Source: an optimization exercise on an open RTL-to-GDS flow (aim: small area, a short achievable clock period and few clock cycles per item). Production flows keep margins and buffers that such runs may drop. Function was checked by simulation only, so behaviour that the tests miss may differ from the original. No activity file was given, so power comes from the tool's default toggle rates.

## fft16_digit_reverse_buf
module fft16_digit_reverse_buf #(
    parameter int DATA_W = 32,
    parameter int N      = 16
) (
    input  logic                  clk,
    input  logic                  rst_n,
    input  logic                  in_valid,
    output logic                  in_ready,
    input  logic [DATA_W-1:0]     in_re,
    input  logic [DATA_W-1:0]     in_im,
    output logic                  out_valid,
    input  logic                  out_ready,
    output logic [DATA_W-1:0]     out_re,
    output logic [DATA_W-1:0]     out_im,
    output logic [3:0]            out_idx,
    output logic                  out_last
);
==> module fft16_digit_reverse_buf, before the edit <==
module fft16_digit_reverse_buf #(
    parameter int DATA_W = 32,
    parameter int N      = 16
) (
    input  logic                  clk,
    input  logic                  rst_n,
    input  logic                  in_valid,
    output logic                  in_ready,
    input  logic [DATA_W-1:0]     in_re,
    input  logic [DATA_W-1:0]     in_im,
    output logic                  out_valid,
    input  logic                  out_ready,
    output logic [DATA_W-1:0]     out_re,
    output logic [DATA_W-1:0]     out_im,
    output logic [3:0]            out_idx,
    output logic                  out_last
);
    localparam int NS  = fft16_pkg::NSLOT;
    localparam int PHW = fft16_pkg::PHW;
    localparam int DW  = 2 * DATA_W;
    logic [PHW-1:0] wph_q, rph_q, wph_inc, rph_inc;    
    logic [3:0]     wcnt_q, rcnt_q, wcnt_inc, rcnt_inc;
    logic [NS-1:0]  t_q, t_d;                           
    logic [NS-1:0]  wsel_q, wsel_d, rsel_q, rsel_d;
    logic           fa_q;                               
    logic           avail_q, avail_d;                   
    logic           byp_q, byp_d;                       
    logic           full_q, full_d;
    logic           nq_q, np_q, nq_d, np_d, fa_d;       
    logic           aw, bw, ar, br, awr, bwr;
    logic           out_valid_q, out_valid_d;
    logic [3:0]     out_idx_q;
    logic           out_last_q;
    logic [DW-1:0]  out_q, rd_data;
    logic           wr_fire, can_load, rd_load, in_ready_c;
    assign can_load   = !out_valid_q || out_ready;
    assign in_ready_c = !np_q || (!nq_q && out_ready);
    assign wr_fire    = in_valid && in_ready_c;
    assign rd_load    = can_load && (avail_q || (byp_q && wr_fire));
    assign wcnt_inc = wcnt_q + 4'd1;
    assign rcnt_inc = rcnt_q + 4'd1;
    assign wph_inc  = (wcnt_q != 4'(N - 1)) ? wph_q : (wph_q == PHW'(fft16_pkg::NPH - 1)) ? '0 : wph_q + 1'b1;
    assign rph_inc  = (rcnt_q != 4'(N - 1)) ? rph_q : (rph_q == PHW'(fft16_pkg::NPH - 1)) ? '0 : rph_q + 1'b1;
    always_comb begin
        aw  = fft16_pkg::avail_w(t_q, rcnt_q);
        bw  = fft16_pkg::byp_w(t_q, rcnt_q);
        ar  = fft16_pkg::avail_r(t_q, rcnt_q);
        br  = fft16_pkg::byp_r(t_q, rcnt_q);
        awr = fft16_pkg::avail_wr(t_q, rcnt_q);
        bwr = fft16_pkg::byp_wr(t_q, rcnt_q);
        case ({wr_fire, rd_load})
            2'b10: begin
                t_d     = {t_q[NS-2:0], 1'b1};
                full_d  = t_q[NS-2];
                avail_d = aw;
                byp_d   = bw;
                nq_d    = !(aw || bw);
                np_d    = t_q[NS-2] && ((out_valid_q && !out_ready) || !(aw || bw));
                fa_d    = t_q[NS-2] && aw;
            end
            2'b01: begin
                t_d     = {1'b0, t_q[NS-1:1]};
                full_d  = 1'b0;
                avail_d = ar;
                byp_d   = br;
                nq_d    = !(ar || br);
                np_d    = 1'b0;
                fa_d    = 1'b0;
            end
            2'b11: begin
                t_d     = t_q;
                full_d  = full_q;
                avail_d = awr;
                byp_d   = bwr;
                nq_d    = !(awr || bwr);
                np_d    = full_q;
                fa_d    = full_q && awr;
            end
            default: begin
                t_d     = t_q;
                full_d  = full_q;
                avail_d = avail_q;
                byp_d   = byp_q;
                nq_d    = nq_q;
                np_d    = full_q && ((out_valid_q && !out_ready) || nq_q);
                fa_d    = fa_q;
            end
        endcase
        out_valid_d = can_load ? rd_load : out_valid_q;
        wsel_d = wr_fire ? fft16_pkg::wr_slot_nxt(wph_q, wcnt_q) : fft16_pkg::wr_slot(wph_q, wcnt_q);
        if (full_d) wsel_d = '0;
        rsel_d = rd_load ? fft16_pkg::rd_slot_nxt(rph_q, rcnt_q) : fft16_pkg::rd_slot(rph_q, rcnt_q);
    end
    fft16_bank_ram #(.W(DW), .NS(NS)) u_pool (
        .clk   (clk),
        .wsel  (wsel_q | (rsel_q & {NS{fa_q && can_load}})),
        .wdata ({in_re, in_im}),
        .rsel  (rsel_q),
        .rdata (rd_data)
    );
    always_ff @(posedge clk or negedge rst_n) begin
        if (!rst_n) begin
            wph_q       <= '0;
            wcnt_q      <= '0;
            rph_q       <= '0;
            rcnt_q      <= '0;
            t_q         <= '0;
            wsel_q      <= fft16_pkg::wr_slot('0, '0);
            rsel_q      <= fft16_pkg::rd_slot('0, '0);
            fa_q        <= 1'b0;
            avail_q     <= 1'b0;
            byp_q       <= 1'b0;
            full_q      <= 1'b0;
            nq_q        <= 1'b1;
            np_q        <= 1'b0;
            out_valid_q <= 1'b0;
        end else begin
            t_q         <= t_d;
            wsel_q      <= wsel_d;
            rsel_q      <= rsel_d;
            fa_q        <= fa_d;
            avail_q     <= avail_d;
            byp_q       <= byp_d;
            full_q      <= full_d;
            nq_q        <= nq_d;
            np_q        <= np_d;
            out_valid_q <= out_valid_d;
            if (wr_fire) begin
                wcnt_q <= wcnt_inc;
                wph_q  <= wph_inc;
            end
            if (rd_load) begin
                rcnt_q <= rcnt_inc;
                rph_q  <= rph_inc;
            end
        end
    end
    always_ff @(posedge clk) begin
        if (can_load) begin
            out_q      <= rd_data | ({DW{byp_q}} & {in_re, in_im});
            out_idx_q  <= fft16_pkg::digit_rev4(rcnt_q);
            out_last_q <= (rcnt_q == 4'(N - 1));
        end
    end
    assign in_ready  = in_ready_c;
    assign out_valid = out_valid_q;
    assign out_re    = out_q[DW-1:DATA_W];
    assign out_im    = out_q[DATA_W-1:0];
    assign out_idx   = out_idx_q;
    assign out_last  = out_last_q;
endmodule
export LEC_CHECK = 0
export CAP_MARGIN = 20
export CORE_MARGIN = 2
export CORE_UTILIZATION = 65
export CTS_CLUSTER_DIAMETER = 100
export CTS_CLUSTER_SIZE = 30
export SETUP_SLACK_MARGIN = 1.85
export SLEW_MARGIN = 20
create_clock -name core_clock -period 4.0 [get_ports {clk}]
standard.sh (not shown) runs the stock make flow with config.mk's settings and CLKGATE_MAP_FILE= SYNTH_SCRIPT=/design/flow/synth_recipe.tcl, a recipe that flattens the netlist after the stock synthesis.
==> flow/flow/run.sh <==
#!/bin/bash
# The standard layout (the standard.sh: ORFS synthesis to final layout), with one change:
# the input and output port buffers are plain sky130_fd_sc_hd__buf_2 cells instead of the
# delay cells buffer_ports picks by default. Every port still gets its own buffer.
# make's full output goes to standard.log in the work folder; ORFS's per-step logs stay under
# orfs/logs/.
set -euo pipefail
export BUFFER_PORTS_ARGS="-buffer_cell sky130_fd_sc_hd__buf_2"
bash standard.sh finish > standard.log 2>&1
Testbench counts at the start, summed over its fixed seeds: cycles 7,347, items 6,144.
Next try:
--- a/flow/design.v
+++ b/flow/design.v
@@ -481,17 +481,17 @@
     function automatic logic byp_w(input logic [NSLOT-1:0] t, input logic [3:0] k);
         case (k)
             4'd0: byp_w = 1'b0;
-            4'd1: byp_w = 1'b0;
-            4'd2: byp_w = 1'b0;
+            4'd1: byp_w = (t[1] && !t[2]);
+            4'd2: byp_w = (t[4] && !t[5]);
             4'd3: byp_w = (t[7] && !t[8]);
             4'd4: byp_w = 1'b0;
             4'd5: byp_w = 1'b0;
-            4'd6: byp_w = 1'b0;
-            4'd7: byp_w = 1'b0;
+            4'd6: byp_w = (t[1] && !t[2]);
+            4'd7: byp_w = (t[4] && !t[5]);
             4'd8: byp_w = 1'b0;
             4'd9: byp_w = 1'b0;
             4'd10: byp_w = 1'b0;
-            4'd11: byp_w = 1'b0;
+            4'd11: byp_w = (t[1] && !t[2]);
             4'd12: byp_w = 1'b0;
             4'd13: byp_w = 1'b0;
             4'd14: byp_w = 1'b0;
@@ -501,43 +501,43 @@
     endfunction
     function automatic logic byp_r(input logic [NSLOT-1:0] t, input logic [3:0] k);
         case (k)
-            4'd0: byp_r = 1'b0;
-            4'd1: byp_r = 1'b0;
+            4'd0: byp_r = (t[3] && !t[4]);
+            4'd1: byp_r = (t[6] && !t[7]);
             4'd2: byp_r = 1'b0;
             4'd3: byp_r = 1'b0;
-            4'd4: byp_r = 1'b0;
-            4'd5: byp_r = 1'b0;
-            4'd6: byp_r = 1'b0;
+            4'd4: byp_r = (t[0] && !t[1]);
+            4'd5: byp_r = (t[3] && !t[4]);
+            4'd6: byp_r = (t[6] && !t[7]);
             4'd7: byp_r = 1'b0;
             4'd8: byp_r = 1'b0;
-            4'd9: byp_r = 1'b0;
-            4'd10: byp_r = 1'b0;
+            4'd9: byp_r = (t[0] && !t[1]);
+            4'd10: byp_r = (t[3] && !t[4]);
             4'd11: byp_r = 1'b0;
             4'd12: byp_r = 1'b0;
             4'd13: byp_r = 1'b0;
-            4'd14: byp_r = 1'b0;
-            4'd15: byp_r = 1'b0;
+            4'd14: byp_r = (t[0] && !t[1]);
+            4'd15: byp_r = (t[0] && !t[1]);
             default: byp_r = 1'b0;
         endcase
     endfunction
     function automatic logic byp_wr(input logic [NSLOT-1:0] t, input logic [3:0] k);
         case (k)
-            4'd0: byp_wr = 1'b0;
-            4'd1: byp_wr = 1'b0;
+            4'd0: byp_wr = (t[2] && !t[3]);
+            4'd1: byp_wr = (t[5] && !t[6]);
             4'd2: byp_wr = t[8];
             4'd3: byp_wr = 1'b0;
-            4'd4: byp_wr = 1'b0;
-            4'd5: byp_wr = 1'b0;
-            4'd6: byp_wr = 1'b0;
+            4'd4: byp_wr = !t[0];
+            4'd5: byp_wr = (t[2] && !t[3]);
+            4'd6: byp_wr = (t[5] && !t[6]);
             4'd7: byp_wr = 1'b0;
             4'd8: byp_wr = 1'b0;
-            4'd9: byp_wr = 1'b0;
-            4'd10: byp_wr = 1'b0;
+            4'd9: byp_wr = !t[0];
+            4'd10: byp_wr = (t[2] && !t[3]);
             4'd11: byp_wr = 1'b0;
             4'd12: byp_wr = 1'b0;
             4'd13: byp_wr = 1'b0;
-            4'd14: byp_wr = 1'b0;
-            4'd15: byp_wr = 1'b0;
+            4'd14: byp_wr = !t[0];
+            4'd15: byp_wr = !t[0];
             default: byp_wr = 1'b0;
         endcase
     endfunction
@@ -672,19 +672,15 @@
             rph_q       <= '0;
             rcnt_q      <= '0;
             t_q         <= '0;
-            wsel_q      <= fft16_pkg::wr_slot('0, '0);
-            rsel_q      <= fft16_pkg::rd_slot('0, '0);
             fa_q        <= 1'b0;
             avail_q     <= 1'b0;
-            byp_q       <= 1'b0;
+            byp_q       <= 1'b1;
             full_q      <= 1'b0;
-            nq_q        <= 1'b1;
+            nq_q        <= 1'b0;
             np_q        <= 1'b0;
             out_valid_q <= 1'b0;
         end else begin
             t_q         <= t_d;
-            wsel_q      <= wsel_d;
-            rsel_q      <= rsel_d;
             fa_q        <= fa_d;
             avail_q     <= avail_d;
             byp_q       <= byp_d;
@@ -703,8 +699,12 @@
         end
     end
     always_ff @(posedge clk) begin
+        wsel_q <= wsel_d;
+        rsel_q <= rsel_d;
+    end
+    always_ff @(posedge clk) begin
         if (can_load) begin
-            out_q      <= rd_data | ({DW{byp_q}} & {in_re, in_im});
+            out_q      <= byp_q ? {in_re, in_im} : rd_data;
             out_idx_q  <= fft16_pkg::digit_rev4(rcnt_q);
             out_last_q <= (rcnt_q == 4'(N - 1));
         end
Outcome:
- worst setup slack is better by 0.043 ns
- clock-buffer cell count falls by 11
- area after synthesis stays flat
- register-to-register slack is worse by 0.04 ns
- final cell count rises by about 2%
- total power rises by about 1.3%
- routed wire length falls by about 3%
- via count barely changes
- worst hold slack is better by 0.15 ns
- fmax rises by 2.0%
- cell area rises by about 0.9%
- global-route usage falls by 0.59 points
Testbench counts after the change, summed over its fixed seeds: cycles 7,347, items 6,144.


fft16_digit_reverse_buf, a different RTL version from the one above (not shown whole).
Size: roughly 1700 cells after synthesis, about 140 I/O pins, about 0.027 sq mm of cells after synthesis.
==> module fft16_digit_reverse_buf, before the edit <==
module fft16_digit_reverse_buf #(
    parameter int DATA_W = 32,
    parameter int N      = 16
) (
    input  logic                  clk,
    input  logic                  rst_n,
    input  logic                  in_valid,
    output logic                  in_ready,
    input  logic [DATA_W-1:0]     in_re,
    input  logic [DATA_W-1:0]     in_im,
    output logic                  out_valid,
    input  logic                  out_ready,
    output logic [DATA_W-1:0]     out_re,
    output logic [DATA_W-1:0]     out_im,
    output logic [3:0]            out_idx,
    output logic                  out_last
);
    localparam int NS  = fft16_pkg::NSLOT;
    localparam int PHW = fft16_pkg::PHW;
    localparam int DW  = 2 * DATA_W;
    logic [PHW-1:0] wph_q, rph_q, wph_inc, rph_inc;    
    logic [3:0]     wcnt_q, rcnt_q, wcnt_inc, rcnt_inc;
    logic [NS-1:0]  t_q, t_d;                           
    logic [NS-1:0]  wsel_q, wsel_d, rsel_q, rsel_d;
    logic           fa_q;                               
    logic           avail_q, avail_d;                   
    logic           byp_q, byp_d;                       
    logic           full_q, full_d;
    logic           nq_q, np_q, nq_d, np_d, fa_d;       
    logic           aw, bw, ar, br, awr, bwr;
    logic           out_valid_q, out_valid_d;
    logic [3:0]     out_idx_q;
    logic           out_last_q;
    logic [DW-1:0]  out_q, rd_data;
    logic           wr_fire, can_load, rd_load, in_ready_c;
    assign can_load   = !out_valid_q || out_ready;
    assign in_ready_c = !np_q || (!nq_q && out_ready);
    assign wr_fire    = in_valid && in_ready_c;
    assign rd_load    = can_load && (avail_q || (byp_q && wr_fire));
    assign wcnt_inc = wcnt_q + 4'd1;
    assign rcnt_inc = rcnt_q + 4'd1;
    assign wph_inc  = (wcnt_q != 4'(N - 1)) ? wph_q : (wph_q == PHW'(fft16_pkg::NPH - 1)) ? '0 : wph_q + 1'b1;
    assign rph_inc  = (rcnt_q != 4'(N - 1)) ? rph_q : (rph_q == PHW'(fft16_pkg::NPH - 1)) ? '0 : rph_q + 1'b1;
    always_comb begin
        aw  = fft16_pkg::avail_w(t_q, rcnt_q);
        bw  = fft16_pkg::byp_w(t_q, rcnt_q);
        ar  = fft16_pkg::avail_r(t_q, rcnt_q);
        br  = fft16_pkg::byp_r(t_q, rcnt_q);
        awr = fft16_pkg::avail_wr(t_q, rcnt_q);
        bwr = fft16_pkg::byp_wr(t_q, rcnt_q);
        case ({wr_fire, rd_load})
            2'b10: begin
                t_d     = {t_q[NS-2:0], 1'b1};
                full_d  = t_q[NS-2];
                avail_d = aw;
                byp_d   = bw;
                nq_d    = !(aw || bw);
                np_d    = t_q[NS-2] && ((out_valid_q && !out_ready) || !(aw || bw));
                fa_d    = t_q[NS-2] && aw;
            end
            2'b01: begin
                t_d     = {1'b0, t_q[NS-1:1]};
                full_d  = 1'b0;
                avail_d = ar;
                byp_d   = br;
                nq_d    = !(ar || br);
                np_d    = 1'b0;
                fa_d    = 1'b0;
            end
            2'b11: begin
                t_d     = t_q;
                full_d  = full_q;
                avail_d = awr;
                byp_d   = bwr;
                nq_d    = !(awr || bwr);
                np_d    = full_q;
                fa_d    = full_q && awr;
            end
            default: begin
                t_d     = t_q;
                full_d  = full_q;
                avail_d = avail_q;
                byp_d   = byp_q;
                nq_d    = nq_q;
                np_d    = full_q && ((out_valid_q && !out_ready) || nq_q);
                fa_d    = fa_q;
            end
        endcase
        out_valid_d = can_load ? rd_load : out_valid_q;
        wsel_d = wr_fire ? fft16_pkg::wr_slot_nxt(wph_q, wcnt_q) : fft16_pkg::wr_slot(wph_q, wcnt_q);
        if (full_d) wsel_d = '0;
        rsel_d = rd_load ? fft16_pkg::rd_slot_nxt(rph_q, rcnt_q) : fft16_pkg::rd_slot(rph_q, rcnt_q);
    end
    fft16_bank_ram #(.W(DW), .NS(NS)) u_pool (
        .clk   (clk),
        .wsel  (wsel_q | (rsel_q & {NS{fa_q && can_load}})),
        .wdata ({in_re, in_im}),
        .rsel  (rsel_q),
        .rdata (rd_data)
    );
    always_ff @(posedge clk or negedge rst_n) begin
        if (!rst_n) begin
            wph_q       <= '0;
            wcnt_q      <= '0;
            rph_q       <= '0;
            rcnt_q      <= '0;
            t_q         <= '0;
            wsel_q      <= fft16_pkg::wr_slot('0, '0);
            rsel_q      <= fft16_pkg::rd_slot('0, '0);
            fa_q        <= 1'b0;
            avail_q     <= 1'b0;
            byp_q       <= 1'b1;
            full_q      <= 1'b0;
            nq_q        <= 1'b0;
            np_q        <= 1'b0;
            out_valid_q <= 1'b0;
        end else begin
            t_q         <= t_d;
            wsel_q      <= wsel_d;
            rsel_q      <= rsel_d;
            fa_q        <= fa_d;
            avail_q     <= avail_d;
            byp_q       <= byp_d;
            full_q      <= full_d;
            nq_q        <= nq_d;
            np_q        <= np_d;
            out_valid_q <= out_valid_d;
            if (wr_fire) begin
                wcnt_q <= wcnt_inc;
                wph_q  <= wph_inc;
            end
            if (rd_load) begin
                rcnt_q <= rcnt_inc;
                rph_q  <= rph_inc;
            end
        end
    end
    always_ff @(posedge clk) begin
        if (can_load) begin
            out_q      <= byp_q ? {in_re, in_im} : rd_data;
            out_idx_q  <= fft16_pkg::digit_rev4(rcnt_q);
            out_last_q <= (rcnt_q == 4'(N - 1));
        end
    end
    assign in_ready  = in_ready_c;
    assign out_valid = out_valid_q;
    assign out_re    = out_q[DW-1:DATA_W];
    assign out_im    = out_q[DATA_W-1:0];
    assign out_idx   = out_idx_q;
    assign out_last  = out_last_q;
endmodule
clock: 4.0 ns
lec_check: 0
cap_margin: 20
core_margin: 2
core_utilization: 65
cts_cluster_diameter: 100
cts_cluster_size: 30
setup_slack_margin: 1.8
slew_margin: 20
Scripts as last shown in full above: flow/flow/run.sh
The starting point passed the timing, DRC and antenna checks.
Testbench counts at the start, summed over its fixed seeds: cycles 7,347, items 6,144.
Next try:
--- a/flow/design.v
+++ b/flow/design.v
@@ -480,19 +480,19 @@
     endfunction
     function automatic logic byp_w(input logic [NSLOT-1:0] t, input logic [3:0] k);
         case (k)
             4'd0: byp_w = 1'b0;
-            4'd1: byp_w = (t[1] && !t[2]);
-            4'd2: byp_w = (t[4] && !t[5]);
+            4'd1: byp_w = 1'b0;
+            4'd2: byp_w = 1'b0;
             4'd3: byp_w = (t[7] && !t[8]);
             4'd4: byp_w = 1'b0;
             4'd5: byp_w = 1'b0;
-            4'd6: byp_w = (t[1] && !t[2]);
-            4'd7: byp_w = (t[4] && !t[5]);
+            4'd6: byp_w = 1'b0;
+            4'd7: byp_w = 1'b0;
             4'd8: byp_w = 1'b0;
             4'd9: byp_w = 1'b0;
             4'd10: byp_w = 1'b0;
-            4'd11: byp_w = (t[1] && !t[2]);
+            4'd11: byp_w = 1'b0;
             4'd12: byp_w = 1'b0;
             4'd13: byp_w = 1'b0;
             4'd14: byp_w = 1'b0;
             4'd15: byp_w = 1'b0;
@@ -500,45 +500,45 @@
         endcase
     endfunction
     function automatic logic byp_r(input logic [NSLOT-1:0] t, input logic [3:0] k);
         case (k)
-            4'd0: byp_r = (t[3] && !t[4]);
-            4'd1: byp_r = (t[6] && !t[7]);
+            4'd0: byp_r = 1'b0;
+            4'd1: byp_r = 1'b0;
             4'd2: byp_r = 1'b0;
             4'd3: byp_r = 1'b0;
-            4'd4: byp_r = (t[0] && !t[1]);
-            4'd5: byp_r = (t[3] && !t[4]);
-            4'd6: byp_r = (t[6] && !t[7]);
+            4'd4: byp_r = 1'b0;
+            4'd5: byp_r = 1'b0;
+            4'd6: byp_r = 1'b0;
             4'd7: byp_r = 1'b0;
             4'd8: byp_r = 1'b0;
-            4'd9: byp_r = (t[0] && !t[1]);
-            4'd10: byp_r = (t[3] && !t[4]);
+            4'd9: byp_r = 1'b0;
+            4'd10: byp_r = 1'b0;
             4'd11: byp_r = 1'b0;
             4'd12: byp_r = 1'b0;
             4'd13: byp_r = 1'b0;
-            4'd14: byp_r = (t[0] && !t[1]);
-            4'd15: byp_r = (t[0] && !t[1]);
+            4'd14: byp_r = 1'b0;
+            4'd15: byp_r = 1'b0;
             default: byp_r = 1'b0;
         endcase
     endfunction
     function automatic logic byp_wr(input logic [NSLOT-1:0] t, input logic [3:0] k);
         case (k)
-            4'd0: byp_wr = (t[2] && !t[3]);
-            4'd1: byp_wr = (t[5] && !t[6]);
+            4'd0: byp_wr = 1'b0;
+            4'd1: byp_wr = 1'b0;
             4'd2: byp_wr = t[8];
             4'd3: byp_wr = 1'b0;
-            4'd4: byp_wr = !t[0];
-            4'd5: byp_wr = (t[2] && !t[3]);
-            4'd6: byp_wr = (t[5] && !t[6]);
+            4'd4: byp_wr = 1'b0;
+            4'd5: byp_wr = 1'b0;
+            4'd6: byp_wr = 1'b0;
             4'd7: byp_wr = 1'b0;
             4'd8: byp_wr = 1'b0;
-            4'd9: byp_wr = !t[0];
-            4'd10: byp_wr = (t[2] && !t[3]);
+            4'd9: byp_wr = 1'b0;
+            4'd10: byp_wr = 1'b0;
             4'd11: byp_wr = 1'b0;
             4'd12: byp_wr = 1'b0;
             4'd13: byp_wr = 1'b0;
-            4'd14: byp_wr = !t[0];
-            4'd15: byp_wr = !t[0];
+            4'd14: byp_wr = 1'b0;
+            4'd15: byp_wr = 1'b0;
             default: byp_wr = 1'b0;
         endcase
     endfunction
 endpackage
@@ -671,21 +671,17 @@
             wcnt_q      <= '0;
             rph_q       <= '0;
             rcnt_q      <= '0;
             t_q         <= '0;
-            wsel_q      <= fft16_pkg::wr_slot('0, '0);
-            rsel_q      <= fft16_pkg::rd_slot('0, '0);
             fa_q        <= 1'b0;
             avail_q     <= 1'b0;
-            byp_q       <= 1'b1;
+            byp_q       <= 1'b0;
             full_q      <= 1'b0;
-            nq_q        <= 1'b0;
+            nq_q        <= 1'b1;
             np_q        <= 1'b0;
             out_valid_q <= 1'b0;
         end else begin
             t_q         <= t_d;
-            wsel_q      <= wsel_d;
-            rsel_q      <= rsel_d;
             fa_q        <= fa_d;
             avail_q     <= avail_d;
             byp_q       <= byp_d;
             full_q      <= full_d;
@@ -702,10 +698,14 @@
             end
         end
     end
     always_ff @(posedge clk) begin
+        wsel_q <= wsel_d;
+        rsel_q <= rsel_d;
+    end
+    always_ff @(posedge clk) begin
         if (can_load) begin
-            out_q      <= byp_q ? {in_re, in_im} : rd_data;
+            out_q      <= rd_data | ({DW{byp_q}} & {in_re, in_im});
             out_idx_q  <= fft16_pkg::digit_rev4(rcnt_q);
             out_last_q <= (rcnt_q == 4'(N - 1));
         end
     end
- die area went down by 0.97%
- worst setup slack gets better by 0.084 ns
- flip-flop and latch count does not change
- wire length went down by 0.57%
- cell count went down by 3.6%
- total power went down by 9.4%
- clock-buffer cell count went up by 12
- hold slack gets better by 0.059 ns
- cell area went down by 2.0%
- synthesized cell count went down by 5.4%
- global-route usage went down by 0.13 points
Testbench counts after the change, summed over its fixed seeds: cycles 7,347, items 6,144.

## port drivers added, routing unchanged
In the flow no input, the clock included, has a driving cell. The finished layouts below were timed again as built, in two steps. Step 1 assumes that a clkbuf_16 drives the clock port and a buf_2 every other input. Step 2, shift: input delay + t, output delay - t, t = (earliest + latest rising clock arrival at the registers) / 2. This alone moves slack from input paths to output paths. a / b / c = ideal / step 1 / step 2; a / b = the first two.
run	shift t [ns]	setup WS [ns]	worst hold slack (ns)	slew at the worst register clock pin (ns)
the first run of note 1	0.655	1.791 / 1.731 / 1.414	0.115 / 0.082 / 0.542	0.11 / 0.11
the second run of note 1	0.647	1.834 / 1.806 / 1.252	0.263 / 0.229 / 0.544	0.11 / 0.11
the first run of note 2	0.660	1.634 / 1.634 / 1.258	0.191 / 0.193 / 0.584	0.12 / 0.12
the second run of note 2	0.650	1.718 / 1.661 / 1.285	0.249 / 0.215 / 0.555	0.12 / 0.12
After both steps setup and hold are still met in every run listed. The setup slack of the second run of note 1, which loses most, moves by -0.028 ns with the drivers and by -0.582 ns with both steps.
